Background: an optimization exercise with open tools, aiming at small area. Do not read the settings as production practice. Where RTL was checked, it was by simulation tests only, not by an equivalence proof against the original. Only the layout flow was run in run 2; the RTL was not checked for function there. Power and IR drop assume default switching activity.

==> flow/design.v <==
`default_nettype none
package breakout_pkg;
    localparam int coord_w    = 10;
    localparam int rgb_w      = 12;
    localparam int digit_w    = 4;
    localparam int num_bricks = 6;
    localparam logic [coord_w-1:0] x_max = 10'd639;
    localparam logic [coord_w-1:0] y_max = 10'd479;
    localparam logic [coord_w-1:0] refresh_row = 10'd481;
    localparam logic [coord_w-1:0] ball_size = 10'd8;
    localparam logic [coord_w-1:0] board_width  = 10'd64;
    localparam logic [coord_w-1:0] board_height = 10'd8;
    localparam logic [coord_w-1:0] brick_width  = 10'd30;
    localparam logic [coord_w-1:0] brick_height = 10'd30;
    localparam logic [rgb_w-1:0] board_rgb = 12'hFFF;
    localparam logic [rgb_w-1:0] brick_rgb = 12'hF00;
    localparam logic [rgb_w-1:0] ball_rgb = 12'hFF0;
    localparam logic [rgb_w-1:0] bg_rgb = 12'h000;
endpackage
`default_nettype wire
`default_nettype none
module ball_motion (
    input  logic                                clk,
    input  logic                                reset,
    input  logic                                pause,
    input  logic [breakout_pkg::coord_w-1:0]    x,
    input  logic [breakout_pkg::coord_w-1:0]    y,
    input  logic                                board_cov,
    input  logic [breakout_pkg::num_bricks-1:0] cov,
    output logic [breakout_pkg::coord_w-1:0]    ball_x,
    output logic [breakout_pkg::coord_w-1:0]    ball_b,
    output logic                                s0,
    output logic                                step,
    output logic                                collision,
    output logic [breakout_pkg::coord_w-1:0]    p,
    output logic [breakout_pkg::coord_w-1:0]    p994,
    output logic [breakout_pkg::coord_w-1:0]    v994,
    output logic [breakout_pkg::coord_w-1:0]    q29,
    output logic                                q29_lo,
    output logic [breakout_pkg::coord_w-1:0]    q63,
    output logic                                q63_lo,
    output logic [breakout_pkg::coord_w-1:0]    v,
    output logic [breakout_pkg::coord_w-1:0]    v29,
    output logic                                v29_lo
);
    localparam int W = breakout_pkg::coord_w;
    function automatic logic ge(input logic [9:0] a, input logic [9:0] b);
        logic c;
        c = 1'b1;
        for (int i = 0; i < 10; i++)
            c = (a[i] & ~b[i]) | ((a[i] | ~b[i]) & c);
        ge = c;
    endfunction
    function automatic logic [10:0] subk(input logic [9:0] a, input logic [9:0] k);
        logic [9:0] d;
        logic b;
        b = 1'b0;
        for (int i = 0; i < 10; i++) begin
            d[i] = a[i] ^ k[i] ^ b;
            b = (~a[i] & (k[i] | b)) | (k[i] & b);
        end
        subk = {b, d};
    endfunction
    function automatic logic [9:0] add7(input logic [9:0] a);
        logic [9:0] s;
        logic c;
        s[0] = ~a[0];
        s[1] = ~(a[1] ^ a[0]);
        c = a[1] | a[0];
        s[2] = ~(a[2] ^ c);
        c = a[2] | c;
        for (int i = 3; i < 10; i++) begin
            s[i] = a[i] ^ c;
            c = a[i] & c;
        end
        add7 = s;
    endfunction
    function automatic logic [9:0] move1(input logic [9:0] a, input logic up, input logic en);
        logic [9:0] r;
        logic t;
        t = en;
        for (int i = 0; i < 10; i++) begin
            r[i] = a[i] ^ t;
            t = t & ~(a[i] ^ up);
        end
        move1 = r;
    endfunction
    logic left;
    logic up;
    logic dir_x;
    logic dir_y;
    logic [W-1:0] ball_r;
    logic [W-1:0] q;
    logic any_hit;
    logic dir_x_next;
    logic dir_y_next;
    assign s0   = (x == 10'd0) && (y == breakout_pkg::refresh_row);
    assign step = s0 & ~pause;
    assign ball_r = add7(ball_x);
    assign p = x | ({W{s0}} & ball_r);
    assign q = x | ({W{s0}} & ball_x);
    assign v = (y | ({W{s0}} & ball_b & ~breakout_pkg::refresh_row)) &
               ~({W{s0}} & ~ball_b & breakout_pkg::refresh_row);
    assign p994 = ge(p, 10'd994) ? 10'd994 : p;
    assign v994 = ge(v, 10'd994) ? 10'd994 : v;
    assign {q29_lo, q29} = subk(q, 10'd29);
    assign {q63_lo, q63} = subk(q, 10'd63);
    assign {v29_lo, v29} = subk(v, 10'd29);
    assign dir_x = ~left;
    assign dir_y = ~up;
    assign any_hit   = |cov;
    assign collision = step & any_hit;
    always_comb begin
        dir_x_next = dir_x;
        if (ge(ball_x, 10'd632) && ge(10'd1016, ball_x)) dir_x_next = 1'b0;
        if (ball_x == 10'd0)                              dir_x_next = 1'b1;
        dir_y_next = dir_y;
        if (ge(ball_b, 10'd479))                          dir_y_next = 1'b0;
        if (ball_b == 10'd7)                              dir_y_next = 1'b1;
        if (board_cov)                                    dir_y_next = 1'b0;
        if (any_hit)                                      dir_y_next = ~dir_y;
    end
    always_ff @(posedge clk or posedge reset) begin
        if (reset) begin
            ball_x <= '0;
            ball_b <= 10'd7;
            left   <= 1'b0;
            up     <= 1'b0;
        end else begin
            if (step) begin
                left <= ~dir_x_next;
                up   <= ~dir_y_next;
            end
            ball_x <= move1(ball_x, dir_x, step);
            ball_b <= move1(ball_b, dir_y, step);
        end
    end
endmodule
`default_nettype wire
`default_nettype none
module brick_cell (
    input  logic                             clk,
    input  logic                             reset,
    input  logic [breakout_pkg::coord_w-1:0] p994,
    input  logic [breakout_pkg::coord_w-1:0] q29,
    input  logic                             q29_lo,
    input  logic [breakout_pkg::coord_w-1:0] v994,
    input  logic [breakout_pkg::coord_w-1:0] v29,
    input  logic                             v29_lo,
    input  logic [breakout_pkg::coord_w-1:0] brick_x,
    input  logic [breakout_pkg::coord_w-1:0] brick_y,
    input  logic                             step,
    output logic                             cov,
    output logic                             on0
);
    function automatic logic ge(input logic [9:0] a, input logic [9:0] b);
        logic c;
        c = 1'b1;
        for (int i = 0; i < 10; i++)
            c = (a[i] & ~b[i]) | ((a[i] | ~b[i]) & c);
        ge = c;
    endfunction
    logic gone;      
    logic visible;
    logic x_in;
    logic y_in;
    assign x_in = ge(p994, brick_x) & (q29_lo | ge(brick_x, q29));
    assign y_in = ge(v994, brick_y) & (v29_lo | ge(brick_y, v29));
    assign visible = ~gone;
    assign cov  = visible & x_in & y_in;
    assign on0 = visible & (brick_x == 10'd0) & ge(brick_y, 10'd452) & ge(10'd481, brick_y);
    always_ff @(posedge clk or posedge reset) begin
        if (reset) begin
            gone <= 1'b0;
        end else begin
            gone <= gone | (step & cov);
        end
    end
endmodule
`default_nettype wire
`default_nettype none
module score_bcd (
    input  logic                             clk,
    input  logic                             reset,
    input  logic                             collision,
    output logic [breakout_pkg::digit_w-1:0] thous,
    output logic [breakout_pkg::digit_w-1:0] huns,
    output logic [breakout_pkg::digit_w-1:0] tens,
    output logic [breakout_pkg::digit_w-1:0] ones
);
    function automatic logic [3:0] inc(input logic [3:0] d, input logic en);
        logic nine;
        logic [3:0] t;
        nine = d[3] & ~d[2] & ~d[1] & d[0];
        t[0] = 1'b1;
        t[1] = d[0] & ~nine;
        t[2] = d[1] & d[0];
        t[3] = (d[2] & d[1] & d[0]) | nine;
        inc = d ^ ({4{en}} & t);
    endfunction
    logic ones_wrap;
    logic tens_wrap;
    logic huns_wrap;
    assign ones_wrap = collision && (ones == 4'd9);
    assign tens_wrap = ones_wrap && (tens == 4'd9);
    assign huns_wrap = tens_wrap && (huns == 4'd9);
    always_ff @(posedge clk or posedge reset) begin
        if (reset) begin
            ones  <= '0;
            tens  <= '0;
            huns  <= '0;
            thous <= '0;
        end else begin
            ones  <= inc(ones, collision);
            tens  <= inc(tens, ones_wrap);
            huns  <= inc(huns, tens_wrap);
            thous <= inc(thous, huns_wrap);
        end
    end
endmodule
`default_nettype wire
`default_nettype none
module pixel_render (
    input  logic                                video_on,
    input  logic [breakout_pkg::coord_w-1:0]    x,
    input  logic [breakout_pkg::coord_w-1:0]    y,
    input  logic                                s0,
    input  logic [breakout_pkg::coord_w-1:0]    board_x,
    input  logic [breakout_pkg::coord_w-1:0]    board_y,
    input  logic [breakout_pkg::coord_w-1:0]    p,
    input  logic [breakout_pkg::coord_w-1:0]    q63,
    input  logic                                q63_lo,
    input  logic [breakout_pkg::coord_w-1:0]    v,
    input  logic [breakout_pkg::coord_w-1:0]    ball_x,
    input  logic [breakout_pkg::coord_w-1:0]    ball_b,
    input  logic [breakout_pkg::num_bricks-1:0] cov,
    input  logic [breakout_pkg::num_bricks-1:0] on0,
    output logic                                board_cov,
    output logic [breakout_pkg::rgb_w-1:0]      rgb
);
    function automatic logic ge(input logic [9:0] a, input logic [9:0] b);
        logic c;
        c = 1'b1;
        for (int i = 0; i < 10; i++)
            c = (a[i] & ~b[i]) | ((a[i] | ~b[i]) & c);
        ge = c;
    endfunction
    function automatic logic in8(input logic [9:0] a, input logic [9:0] o);
        logic c;
        logic t;
        logic eq;
        c = 1'b0;
        for (int i = 0; i < 3; i++)
            c = (~a[i] & o[i]) | ((~a[i] | o[i]) & c);
        t = c;
        eq = 1'b1;
        for (int i = 3; i < 10; i++) begin
            eq = eq & ~(a[i] ^ o[i] ^ t);
            t = t & o[i];
        end
        in8 = eq & ~(&o[9:3] & |o[2:0]);
    endfunction
    function automatic logic upto8(input logic [9:0] a, input logic [9:0] b);
        logic c;
        logic t;
        logic eq;
        c = 1'b0;
        for (int i = 0; i < 3; i++)
            c = (~b[i] & a[i]) | ((~b[i] | a[i]) & c);
        t = c;
        eq = 1'b1;
        for (int i = 3; i < 10; i++) begin
            eq = eq & ~(b[i] ^ a[i] ^ t);
            t = t & a[i];
        end
        upto8 = eq & ~t & ~(~|b[9:3] & ~&b[2:0]);
    endfunction
    logic board_on;
    logic brick_on;
    logic ball_on;
    assign board_cov = ge(p, board_x) & (q63_lo | ge(board_x, q63)) & ~ge(board_x, 10'd961) &
                       in8(v, board_y);
    assign board_on = s0 ? ((board_x == 10'd0) & ge(board_y, 10'd474) & ge(10'd481, board_y))
                         : board_cov;
    assign brick_on = s0 ? |on0 : |cov;
    assign ball_on  = in8(x, ball_x) & upto8(y, ball_b);
    assign rgb[11:8] = {4{video_on & (board_on | brick_on | ball_on)}};
    assign rgb[7:4]  = {4{video_on & (board_on | (~brick_on & ball_on))}};
    assign rgb[3:0]  = {4{video_on & board_on}};
endmodule
`default_nettype wire
`default_nettype none
module breakout_top (
    input  logic                                clk,
    input  logic                                reset,
    input  logic                                pause,
    input  logic                                video_on,
    input  logic [breakout_pkg::coord_w-1:0]    x,
    input  logic [breakout_pkg::coord_w-1:0]    y,
    input  logic [breakout_pkg::coord_w-1:0]    board_x,
    input  logic [breakout_pkg::coord_w-1:0]    board_y,
    input  logic [breakout_pkg::num_bricks-1:0][breakout_pkg::coord_w-1:0] brick_x,
    input  logic [breakout_pkg::num_bricks-1:0][breakout_pkg::coord_w-1:0] brick_y,
    output logic [breakout_pkg::rgb_w-1:0]      rgb,
    output logic                                collision,
    output logic [breakout_pkg::digit_w-1:0]    thous,
    output logic [breakout_pkg::digit_w-1:0]    huns,
    output logic [breakout_pkg::digit_w-1:0]    tens,
    output logic [breakout_pkg::digit_w-1:0]    ones
);
    localparam int W  = breakout_pkg::coord_w;
    localparam int NB = breakout_pkg::num_bricks;
    logic [W-1:0] ball_x;
    logic [W-1:0] ball_b;     
    logic         s0;
    logic         step;
    logic [W-1:0] p;         
    logic [W-1:0] p994;      
    logic [W-1:0] v994;
    logic [W-1:0] q29;       
    logic         q29_lo;    
    logic [W-1:0] q63;       
    logic         q63_lo;
    logic [W-1:0] v;         
    logic [W-1:0] v29;       
    logic         v29_lo;
    logic [NB-1:0] cov;      
    logic [NB-1:0] on0;      
    logic          board_cov;
    logic          board_on0;
    ball_motion u_ball (
        .clk       (clk),
        .reset     (reset),
        .pause     (pause),
        .x         (x),
        .y         (y),
        .board_cov (board_cov),
        .cov       (cov),
        .ball_x    (ball_x),
        .ball_b    (ball_b),
        .s0        (s0),
        .step      (step),
        .collision (collision),
        .p         (p),
        .p994      (p994),
        .v994      (v994),
        .q29       (q29),
        .q29_lo    (q29_lo),
        .q63       (q63),
        .q63_lo    (q63_lo),
        .v         (v),
        .v29       (v29),
        .v29_lo    (v29_lo)
    );
    for (genvar i = 0; i < NB; i++) begin : g_brick
        brick_cell u_brick (
            .clk     (clk),
            .reset   (reset),
            .p994    (p994),
            .q29     (q29),
            .q29_lo  (q29_lo),
            .v994    (v994),
            .v29     (v29),
            .v29_lo  (v29_lo),
            .brick_x (brick_x[i]),
            .brick_y (brick_y[i]),
            .step    (step),
            .cov     (cov[i]),
            .on0     (on0[i])
        );
    end
    score_bcd u_score (
        .clk       (clk),
        .reset     (reset),
        .collision (collision),
        .thous     (thous),
        .huns      (huns),
        .tens      (tens),
        .ones      (ones)
    );
    pixel_render u_render (
        .video_on  (video_on),
        .x         (x),
        .y         (y),
        .s0        (s0),
        .board_x   (board_x),
        .board_y   (board_y),
        .p         (p),
        .q63       (q63),
        .q63_lo    (q63_lo),
        .v         (v),
        .ball_x    (ball_x),
        .ball_b    (ball_b),
        .cov       (cov),
        .on0       (on0),
        .board_cov (board_cov),
        .rgb       (rgb)
    );
endmodule
`default_nettype wire
==> flow/flow/run.sh <==
#!/bin/bash
# Layout flow: the standard flow, with two changes.
#  1. Synthesis is the standard one (same script, same passes, same registers),
#     but ABC maps the logic for area (flow/abc_area.script) instead of the
#     speed script, and it also maps the adders (no separate half/full adder
#     cell step), and the buffers it puts between output ports that carry
#     the same signal are the smallest buffer.
#  2. Port buffers are the smallest buffer, sky130_fd_sc_hd__buf_1, and the
#     floorplan step removes the buffers synthesis inserted.
# Each step's full output goes to a log file in this folder.
set -euo pipefail
W=$PWD

# a copy of ORFS's scripts whose ABC script is the area one
rm -rf "$W/scripts_area"
cp -r "$FLOW_HOME/scripts" "$W/scripts_area"
cp "$W/flow/abc_area.script" "$W/scripts_area/abc_speed.script"

bash standard.sh "SCRIPTS_DIR=$W/scripts_area" "ADDER_MAP_FILE=" \
    "MIN_BUF_CELL_AND_PORTS=sky130_fd_sc_hd__buf_1 A X" synth > "$W/run_synth.log" 2>&1
bash standard.sh "BUFFER_PORTS_ARGS=-buffer_cell sky130_fd_sc_hd__buf_1" "REMOVE_ABC_BUFFERS=1" finish > "$W/run_finish.log" 2>&1
==> flow/flow/abc_area.script <==
strash
ifraig
scorr
dc2
&get -n
&deepsyn -T 60
&put
strash
&get -n
&dch -f
&nf -a -R 1000
&put
strash
&get -n
&dc2
&dch -f
&nf -a -R 1000
&put
topo
==> flow/standard.sh <==
#!/bin/bash
# synth_recipe.tcl (not shown) runs the flow's synth.tcl, then flattens the netlist and writes it again
# the make line also repeats each setting of config.mk as NAME=value (left out here)
make -C /OpenROAD-flow-scripts/flow DESIGN_CONFIG=/design/flow/config.mk WORK_HOME=/design/flow/orfs CLKGATE_MAP_FILE= SYNTH_SCRIPT=/design/flow/synth_recipe.tcl "${@:-finish}"
==> flow/config.mk <==
export PLATFORM = sky130hd
export DESIGN_NAME = breakout_top
export DESIGN_NICKNAME = breakout_top
export VERILOG_FILES = /design/flow/design.v
export SDC_FILE = /design/flow/constraint.sdc
export NUM_CORES = 4
export LEC_CHECK = 0
export CAP_MARGIN = 0
export CORE_MARGIN = 2
export CORE_UTILIZATION = 40
export CTS_BUF_LIST = sky130_fd_sc_hd__clkbuf_8
export GPL_TIMING_DRIVEN = 0
export SLEW_MARGIN = 0
==> flow/constraint.sdc <==
create_clock -name core_clock -period 10.0 [get_ports {clk}]
set_input_delay 2.0000 -clock core_clock [delete_from_list [all_inputs] [get_ports {clk}]]
set_output_delay 2.0000 -clock core_clock [all_outputs]
set_load 0.01 [all_outputs]
==> results of run 1 <==
-- layout by cell type (no fill, tap or decap), drive strengths merged, types with 3 or more instances in the layout --
master   count
buf        202
nor2       103
a21oi       91
o21ai       89
nand2       77
o22ai       72
a22oi       50
dfrtp       41
xnor2       38
a221oi      36
nor4        28
xor2        25
nor3        21
clkinv      21
o221ai      20
nand3       15
a21o        15
nand4       11
and2        10
a31oi       10
nand2b       9
and3         8
and4         8
o2111ai      7
nor2b        6
a221o        5
o211ai       5
clkbuf       5
or2          5
maj3         4
a32oi        4
o21a         4
o311ai       3
a222oi       3
nand3b       3
o41ai        3
dfstp        3
-- cell type report --
cell class	instances	area [um^2]	share of cell area, %
clock inverter	3	20.0	0.272
inverter	20	76.3	1.04
antenna	1	2.50	0.0341
timing repair buffer	202	796	10.8
tap	188	235	3.20
multi-input combinational	817	5040	68.7
sequential	44	1100	15.0
clock buffer	5	68.8	0.936
-- repair_timing --
action	in CTS	in global routing
endpoints found under the setup margin	8	9
resized for setup	4	13
setup buffers	0	6
pin swaps	0	1
hold buffers	0	0
cloned	0	1
-- state kept, by name (all words and copies together) (netlist names) --
register              flops
u_ball.ball_x            10
u_score.tens              4
u_score.huns              4
u_score.ones              4
u_ball.left               1
u_score.thous             4
u_ball.ball_b            10
u_ball.up                 1
g_brick.u_brick.gone      6
-- worst paths after layout --
| kind | cells past startpoint | slack [ns] | to | startpoint |
|---|---|---|---|---|
| setup reg to reg | 33 | 2.37 | u_score.thous[3] | u_ball.ball_x[0] |
| min in group asynchronous | 2 | 1.78 | u_ball.ball_b[9] | reset |
| hold / removal | 1 | 0.49 | u_score.tens[0] | u_score.tens[0] |
| setup / recovery | 23 | 0.48 | rgb[10] | x[2] |
| hold reg to reg | 1 | 0.49 | u_score.tens[0] | u_score.tens[0] |
| max in group asynchronous | 2 | 7.74 | g_brick[1].u_brick.gone | reset |
-- cell families (layout without fill, tap and decap cells) --
| family | after synthesis | count (layout) | share of synthesized area (%) |
|---|---|---|---|
| compound gates | 439 | 439 | 46.8 |
| simple gates | 309 | 310 | 23.8 |
| xor+xnor | 63 | 63 | 8.94 |
| flops | 44 | 44 | 17.9 |
| buf+inv | 29 | 230 | 1.76 |
| fa+ha+maj | 4 | 4 | 0.649 |
| mux | 1 | 1 | 0.162 |
| other cells | 0 | 1 | 0 |
-- where the power goes --
part | total [uW] | leakage [uW] | switching [uW] | internal [uW]
Clock | 121 | 0.0000455 | 71.9 | 48.9
Sequential | 178 | 0.000583 | 0.00153 | 178
Combinational | 264 | 0.00193 | 167 | 96.6
Total | 562 | 0.00256 | 239 | 323
-- critical path, delay by kind of cell --
family	cells	cell delay, ns
compound gates	13	2.57
xor+xnor	1	0.31
buf+inv	2	0.29
simple gates	7	2.33
-- metrics by stage --
| stage | setup WS, ns | TNS [ns] |
|---|---|---|
| 3_5_place_dp | -0.437 | -2.74 |
| 3_3_place_gp | -1.03 | -8.21 |
| 5_1_grt | 0.0264 | 0 |
| 2_1_floorplan | 0.585 | 0 |
| 6_report | 0.483 | 0 |
| 4_1_cts | 0.0619 | 0 |
-- routing by layer --
metal  GRT usage [%]  up-vias  share of wire, %
met5               0        -                 0
met4            5.56        0               1.3
met3            3.84       25               8.9
met2            41.0      380                43
met1            40.7     3706                47
li1                -     4013                 -
==> impl_results.md, run 1 <==
* Vias at 8124
* Hold slack at 0.490 ns
* Status: complete, no violations
* Post-DRT Antenna Nets at 0
* Number of remaining DRC errors at 0
* Yosys reg bits at 44
* Root Driver: clkbuf_8
* Commonest cells in the netlist: nor2_1, a21oi_1, o21ai_0
* Clk sinks at 44
* Die ar. at 16400 um^2
* Synth area leader: dfrtp_1
* Vias in the first global route at 6953
* GR Util All Layers at 27.1%
* Arr. time, crit path at 7.52 ns
* CP max FO at 14
* Clock Latency Late Sink at 0.31 ns
* Final setup violation count at 0
* Overflow after GRT at 0
* Final core utilization at 48.5%
* Chip Height at 128 um
* Synth async-reset ratio at 100%
* Rel. slew slack at 11.3%
* Sequential share of the synthesized area at 17.9%
* Number of fill cells at 1622
* Clock-pin slew on the worst setup and hold paths at 0.09 ns
* Fin nets at 1254
* Core Region at 15100 um^2
* Initial Utilization at 40.7%
* Detailed placement HPWL at 18300 um
* Cell mode on critical path: a21oi_1
* CP startpoint kind: input pin
* Top-level port count at 193
* Final Hold Fails at 0
* Final Slew Violations at 0
* Cells after Synth at 889
* WL final at 23400 um
* Tmin final at 9.52 ns
* Ys flop type: dfrtp_1
* Max Clock Freq at 105 MHz
* Cells after DPL at 1264
* CTS tree: done
* Final worst-path cycle share at 95.2%
* Crit end category: primary output
* Max IR drop VDD at 0.0638 mV
* Static leakage at 0.00256 uW
* Warning count from the yosys run at 4
* Post-synth EDFFs at 0
* Syn avg cell area at 6.94 um^2
* Post-Layout Cell Count at 1280
* DRT iter0 DRCs at 747
* CTS max path bufs at 2
* Placer congestion estimate at 0.909
* Via density at 6.35
* Max Cap Viol at 0
* Yosys top cell area share at 16.6%
* Most frequent cell after synthesis: nor2_1
* Hold Crit Class: reg2reg
* Inserted Clock Buffers at 5
* Layout cell share with drive strength beyond 1 at 3.02%
* Slew @ Worst Pin at 1.32 ns
* Tot Pwr at 562 uW
* Post-route cell area at 7350 um^2
* CP max stage delay at 0.66 ns
* Row cnt at 45
* Cell area after placement at 7130 um^2
* Final Skew at 0.00915 ns
* Crit-path cells: buf_1 > nor4_1 > and4_4 > a21oi_1 > nand2_1 > xor2_4 > a21oi_1 > a41oi_2 > or2_1 > o211ai_1 > a21oi_1 > a221oi_1 > nor2_1 > a221oi_1 > o21ai_0 > o221ai_1 > o311a_1 > nor3_1 > nand4bb_1 > o21a_1 > o22ai_1 > o21a_1 > buf_1
* DRT Pass-1 Iters at 8
* Antenna violations before repair at 1
* Die Width at 128 um
* Critical path required time at 8.00 ns
* Setup CP Type: in2out
* RSZ-0062 raised after global routing: false
* Yosys cell types at 57
* Slowest cell on crit path: nor4_1
* Top cells by area, synth: dfrtp_1, a21oi_1, o22ai_1
* Largest net degree at the start of global routing at 45
* Buffers on Ports at 192
* Post-synthesis cell area at 6170 um^2
* H-tree levels at 2
* Routed len/inst at 18.3 um
* Power Density at 76.5 nW/um^2
* Area growth syn-to-layout at 19.1%
* First-pass GRT wire length at 36100 um
==> run 2, diff against run 1 <==
--- a/flow/design.v
+++ b/flow/design.v
@@ -112,7 +112,7 @@
     assign collision = step & any_hit;
     always_comb begin
         dir_x_next = dir_x;
-        if (ge(ball_x, 10'd632) && ge(10'd1016, ball_x)) dir_x_next = 1'b0;
+        if (ge(ball_r, 10'd639))                          dir_x_next = 1'b0;
         if (ball_x == 10'd0)                              dir_x_next = 1'b1;
         dir_y_next = dir_y;
         if (ge(ball_b, 10'd479))                          dir_y_next = 1'b0;
--- a/flow/config.mk
+++ b/flow/config.mk
@@ -9,5 +9,7 @@
 export CORE_MARGIN = 2
 export CORE_UTILIZATION = 40
 export CTS_BUF_LIST = sky130_fd_sc_hd__clkbuf_8
+export CTS_CLUSTER_DIAMETER = 200
+export CTS_CLUSTER_SIZE = 22
 export GPL_TIMING_DRIVEN = 0
 export SLEW_MARGIN = 0
==> run 2 against run 1 <==
  * Largest cell class unchanged
  * Cell count decreased by 0.39%
  * Non-clock buffer count decreased by 2
  * First-iteration DRC count decreased by 6.2%
  * Clock skew decreased by 0.0037 ns
  * Synthesized area increased by 0.69%
  * Highest routed layer unchanged
  * Still clean on timing, DRC and antenna
  * Wire length increased by 2.2%
==> impl_results.md, run 2 <==
* Status: complete, no violations
* Vias in the first global route at 7330
* Critical path required time at 8.00 ns
* Die Width at 129 um
* Hold_sp: g_brick[3].u_brick.gone
* Chip Height at 129 um
* Root Driver: clkbuf_8
* Final Slew Violations at 0
* Core Region at 15200 um^2
* Area growth syn-to-layout at 19.7%
* Fin nets at 1250
* Top cells by area, synth: dfrtp_1, a21oi_1, xnor2_1
* Largest family of logic cells by synthesized area: compound AO/OA/AOI/OAI gates
* Yosys top cell area share at 16.5%
* Overflow after GRT at 0
* Final Skew at 0.00542 ns
* Yosys reg bits at 44
* Clock Latency Late Sink at 0.31 ns
* Clock-pin slew on the worst setup and hold paths at 0.09 ns
* Post-synthesis xor/xnor area fraction at 9.73%
* CP startpoint kind: input pin
* Crit end category: primary output
* Most frequent cell after synthesis: a21oi_1
* Largest regs: u_ball.ball_b: 10 flops, u_ball.ball_x: 10 flops, g_brick.u_brick.gone: 6 flops
* Final core utilization at 48.9%
* Largest net degree at the start of global routing at 45
* Tmin final at 9.52 ns
* Reg2Reg Depth at 38
* Antenna Cells at 0
* Slew @ Worst Pin at 1.09 ns
* Syn avg cell area at 7.00 um^2
* H-tree levels at 2
* Inserted Clock Buffers at 5
* Most frequent cells in the layout: buf_1, a21oi_1, nor2_1
* GR Util All Layers at 27.6%
* Reg2reg start: u_ball.ball_x[0]
* Simple logic cell fraction of the synthesized area at 24.4%
* FF/Latch Area at 1100 um^2
* Number of remaining DRC errors at 0
* Cell area after placement at 7190 um^2
* CTS tree: done
* Final worst-path cycle share at 95.2%
* Arr. time, crit path at 7.52 ns
* Post-DRT Antenna Nets at 0
* Final Hold Fails at 0
* Post-cts hold buffer count at 0
* Hold Path End: g_brick[3].u_brick.gone
* Hold Crit Class: reg2reg
* Post-synthesis cell area at 6210 um^2
* Rel. slew slack at 27.0%
* Final setup violation count at 0
* Most common cell after layout, fill and taps aside: buf_1
* Max Clock Freq at 105 MHz
* Mux cell area share after synthesis at 0.322%
* Detailed placement HPWL at 18900 um
* CP max FO at 14
* Synth area leader: dfrtp_1
* Power Density at 76.3 nW/um^2
* Layout cell share with drive strength beyond 1 at 3.77%
* DRT iter0 DRCs at 701
* Post-synth EDFFs at 0
* Cells after DPL at 1264
* Placer congestion estimate at 0.912
* Routed len/inst at 18.8 um
* Cells after Synth at 888
* WL final at 24000 um
* Yosys cell types at 55
* Ys flop type: dfrtp_1
* CP max stage delay at 0.53 ns
* Synth Area in Adders at 0.644%
* Hold slack at 0.505 ns
* Min-Delay Path Depth at 1
* Post-route cell area at 7440 um^2
* Top-level port count at 193
* RSZ-0062 raised after global routing: false
* Sequential share of the synthesized area at 17.8%
* Clk sinks at 44
* CTS max path bufs at 2
* Initial Utilization at 40.9%
* Area taken by multi-input logic gates at 5160 um^2
* Compound-Gate Fraction of Synth Area at 45.7%
* Warning count from the yosys run at 4
* Row cnt at 45
* Max IR drop VDD at 0.0546 mV
* Synth async-reset ratio at 100%
* Static leakage at 0.00254 uW
* Setup CP Type: in2out
* Crit Reg-Reg Endpoint: u_score.thous[3]
* Vias at 8338
* Via density at 6.54
* Commonest cells in the netlist: a21oi_1, nor2_1, nand2_1
* Buffers on Ports at 192
* DRT Pass-1 Iters at 6
* Antenna violations before repair at 0
* Number of fill cells at 1643
* Post-Layout Cell Count at 1275
* Slack of the worst reg-to-reg path at 2.16 ns
* Slowest cell on crit path: or4_1
* Die ar. at 16500 um^2
* First-pass GRT wire length at 36900 um
* Max Cap Viol at 0
## run 2: worst max path at each step
stage | startpoint | endpoint | slack, ns | cells past startpoint
final | x[1] | rgb[11] | 0.48 | 30
after floorplan | y[8] | rgb[10] | -0.22 | 22
after detailed placement | x[1] | rgb[10] | -0.89 | 29
after CTS | x[1] | rgb[10] | 0.05 | 29
after global routing | y[6] | rgb[8] | 0.08 | 24
after global placement | y[7] | rgb[9] | -2.34 | 25
## run 2: kinds of logic (layout without fill, tap and decap cells)
| family | Yosys count | after routing |
|---|---|---|
| AOI/OAI and AO/OA | 427 | 427 |
| xor gates and xnor gates | 69 | 69 |
| adders and majority gates | 4 | 4 |
| buffers and inverters | 25 | 224 |
| DFF | 44 | 44 |
| muxes | 2 | 2 |
| and+or+nand+nor | 317 | 317 |
## run 2: repair_timing
item                                    4_1_cts  5_1_grt
buffers inserted                              1        2
pin swaps                                     1        3
gates resized for setup                      11       22
endpoints found under the setup margin       12       12
## run 2: layer usage
metal  vias up  GRT usage, %  part of all wire [%]
li1       3983             -                     -
met5         -             0                     0
met2       363          47.7                    47
met4         0          7.86                   2.3
met3        34          3.20                   8.2
met1      3958          36.4                    42
## run 2: layout make-up
type	count	area share, %
tap	188	3.16
clock buffer	6	1.11
multi-input combinational	819	69.3
inverter	16	0.824
sequential	44	14.9
timing repair buffer	200	10.6
clock inverter	2	0.151
## run 2: per-stage QoR
| step | power [uW] | setup WS [ns] | TNS [ns] |
|---|---|---|---|
| floorplan | 336 | -0.220 | -0.879 |
| global placement | 434 | -2.34 | -36.48 |
| detailed placement | 437 | -0.895 | -8.39 |
| CTS | 563 | 0.0486 | 0 |
| global route | 607 | 0.0777 | 0 |
| finish | 568 | 0.478 | 0 |
## run 2: power breakdown
| part | leakage [uW] | switching, uW | internal, uW |
|---|---|---|---|
| Sequential | 0.000583 | 0.0215 | 178 |
| Combinational | 0.00191 | 169 | 97.9 |
| Clock | 0.0000486 | 68.3 | 55.3 |
| Total | 0.00254 | 237 | 331 |
## run 2: worst max-delay path: cells and delay by family
kind	cells	cell delay (ns)
simple gates	11	2.05
fa+ha+maj	2	0.77
buf+inv	4	0.63
compound gates	13	2.06

[separate check: timing with driven ports]
The results above use ideal ports. As a check the final layouts listed here were re-extracted and re-timed, cells and wires unchanged. Step 1: set_driving_cell puts a clkbuf_16 on clk and a buf_2 on each other input, an assumption about the parent block. Step 2 adds t to the input delays and takes it off the output delays; t is the mean of the earliest and latest rising clock arrival at the registers after step 1. Input paths then give back, and output paths get back, about the clock's delay inside the block. a / b / c = no drivers / after step 1 / after step 2; a / b = the first two.
run	shift t [ns]	setup WS [ns]	worst hold slack (ns)	clock arrival spread, ns	slew at the worst register clock pin (ns)
run 1	0.344	0.483 / 0.461 / 0.461	0.490 / 0.490 / 0.490	0.009 / 0.010	0.10 / 0.10
run 2	0.347	0.478 / 0.455 / 0.455	0.505 / 0.505 / 0.505	0.006 / 0.005	0.09 / 0.09
After both steps every run listed still meets setup and hold. The setup slack of run 2, which loses most, moves by -0.023 ns with the drivers and by -0.023 ns with both steps.
